Background: an optimization exercise with open tools, aiming at small area, a short achievable clock period and few clock cycles per item. Do not read the settings as production practice.
The RTL was checked by simulation tests, not by an equivalence proof against the original design.
Power and IR drop assume default switching activity.

Design procedural_wipe_blend, start of the top module:
module procedural_wipe_blend (
   input  logic        clock,
   input  logic        reset,
   input  logic        csr_valid,
   output logic        csr_ready,
   input  logic [2:0]  csr_index,
   input  logic [31:0] csr_data,
   input  logic        req_valid,
   output logic        req_ready,
   input  logic [11:0] req_pixel_x,
   input  logic [11:0] req_pixel_y,
   input  logic [7:0]  req_old_red,
   input  logic [7:0]  req_old_green,
   input  logic [7:0]  req_old_blue,
   input  logic [7:0]  req_new_red,
   input  logic [7:0]  req_new_green,
   input  logic [7:0]  req_new_blue,
   output logic        rsp_valid,
   input  logic        rsp_ready,
   output logic [7:0]  rsp_out_red,
   output logic [7:0]  rsp_out_green,
   output logic [7:0]  rsp_out_blue,
   output logic [8:0]  rsp_mix_weight
);
   assign csr_ready = 1'b1;
   logic [2:0]  cls;
   logic        use_y;
   logic [2:0]  shoh;
   logic [8:0]  r;
   logic [11:0] fw, fh;
   logic [31:0] seed;
   logic [2:0]  dec_cls;
   logic        dec_use_y;
   always_comb begin
      dec_use_y = 1'b0;
      case (csr_data[6:0])
         7'd2:          begin dec_cls = pwb_pkg::CLS_SOFT_LEAD;   dec_use_y = 1'b1; end
  ...
clock: 7.0 ns
lec_check: 0
cap_margin: 20
core_margin: 2
core_utilization: 55
cts_buf_list: sky130_fd_sc_hd__clkbuf_8
cts_cluster_size: 25
setup_slack_margin: 3.0
slew_margin: 20
run.sh (not shown) runs the stock make flow with config.mk's settings and CLKGATE_MAP_FILE= SYNTH_SCRIPT=/design/flow/synth_recipe.tcl, a recipe that flattens the netlist after the stock synthesis.
Testbench counts at the start, summed over its fixed seeds: cycles 17,177, items 16,384.
Rerun with:
--- a/flow/design.v
+++ b/flow/design.v
@@ -266,21 +266,23 @@
    end
    always_ff @(posedge clock) begin
       cp  <= cp_n;
       cm  <= cm_n;
       ext <= ext_n;
       fw3 <= fw3_n;
    end
    logic        go;
    logic        rr_q;
    logic        ov;         
-   logic [32:0] od;
+   logic [23:0] oa, ob;      
+   logic        osel;        
+   logic [8:0]  ow;
    assign go        = !ov || rsp_ready;   
    assign req_ready = go && rr_q;
    logic        v0;
    logic [11:0] x0, y0;
    logic [47:0] p0;    
    always_ff @(posedge clock) begin
       if (reset) v0 <= 1'b0;
       else if (go) v0 <= req_valid && rr_q;
    end
    always_ff @(posedge clock) begin
@@ -474,39 +476,39 @@
    logic        dsel0, dsel1, dsel;
    always_comb begin
       hp_lo = hs3[7:0] + hc3[7:0];
       hp_c  = {1'b0, hs3[14:0]} + {1'b0, hc3[14:0]};
       hp_h0 = hs3[22:15] + hc3[22:15];
       hp_h1 = hs3[22:15] + hc3[22:15] + 8'd1;
       dsel0 = {1'b0, hp_lo ^ hp_h0} < r;
       dsel1 = {1'b0, hp_lo ^ hp_h1} < r;
       dsel  = hp_c[15] ? dsel1 : dsel0;
    end
-   logic [32:0] xd;
-   logic        xv;
-   always_comb begin
-      xv = is_diss ? v3 : v2;
-      xd = (!is_diss || dsel) ? (is_diss ? {p3[23:0], 9'd256} : {mix[0], mix[1], mix[2], w2})
-                              : {p3[47:24], 9'd0};
-   end
+   logic xv;
+   assign xv = is_diss ? v3 : v2;
    always_ff @(posedge clock) begin
       if (reset)   ov <= 1'b0;
       else if (go) ov <= xv;
    end
    always_ff @(posedge clock) begin
-      if (go) od <= xd;
+      if (go) begin
+         oa   <= is_diss ? p3[23:0] : {mix[0], mix[1], mix[2]};
+         ob   <= p3[47:24];
+         osel <= !is_diss || dsel;
+         ow   <= is_diss ? {dsel, 8'd0} : w2;
+      end
    end
    logic busy_n, needs_n;
    always_comb begin
       busy_n  = restart || (busy && (pend || cnt != 5'd0));
       needs_n = (csr_valid && csr_index == 3'd0) ? (dec_cls != pwb_pkg::CLS_FADE) : needs_eng;
    end
    always_ff @(posedge clock) begin
       if (reset) rr_q <= 1'b0;
       else       rr_q <= !(needs_n && busy_n);
    end
    assign rsp_valid      = ov;
-   assign rsp_out_red    = od[32:25];
-   assign rsp_out_green  = od[24:17];
-   assign rsp_out_blue   = od[16:9];
-   assign rsp_mix_weight = od[8:0];
+   assign rsp_out_red    = osel ? oa[23:16] : ob[23:16];
+   assign rsp_out_green  = osel ? oa[15:8]  : ob[15:8];
+   assign rsp_out_blue   = osel ? oa[7:0]   : ob[7:0];
+   assign rsp_mix_weight = ow;
 endmodule
Outcome: The new run passed the timing, design-rule and antenna checks. Critical path depth is higher by 10. Final area is higher by 1.1%. Via count is higher by 1.4%. Power is lower by 1.7%. Global-route usage is lower by 0.69 points. Core utilization is lower by 0.63 points. Die area is higher by 2.5%. Hold slack gets worse by 14 ps. Flip-flop and latch count is higher by 25. Clock skew barely changes. Count of clock-buffer cells in the layout does not change. Wire length is higher by 0.45%. Non-clock buffer count is lower by 27. Sequential power is higher by about 3%.
Testbench counts after the change, summed over its fixed seeds: cycles 17,177, items 16,384.

what the ideal ports hide:
How much do the figures lean on ideal ports? The routed layouts below were timed once more, with nothing changed but the port constraints. Step 1 assumes that a clkbuf_16 drives the clock port and a buf_2 every other input. Step 2 times the ports against the registers' clock, not the clock port: input delays grow and output delays shrink by t, the midpoint of the rising clock arrivals with the driver on. Three values: ideal ports, drivers, drivers and shift; two values: the first two.
run | t (ns) | slack for setup (ns) | worst register clock-pin slew, ns
the first run | 0.795 | 3.069 / 3.047 / 2.925 | 0.07 / 0.07
the second run | 0.793 | 3.162 / 3.162 / 2.518 | 0.07 / 0.07
After both steps every run listed still meets setup and hold. The setup slack of the second run, which loses most, moves by 0.000 ns with the drivers and by -0.644 ns with both steps.
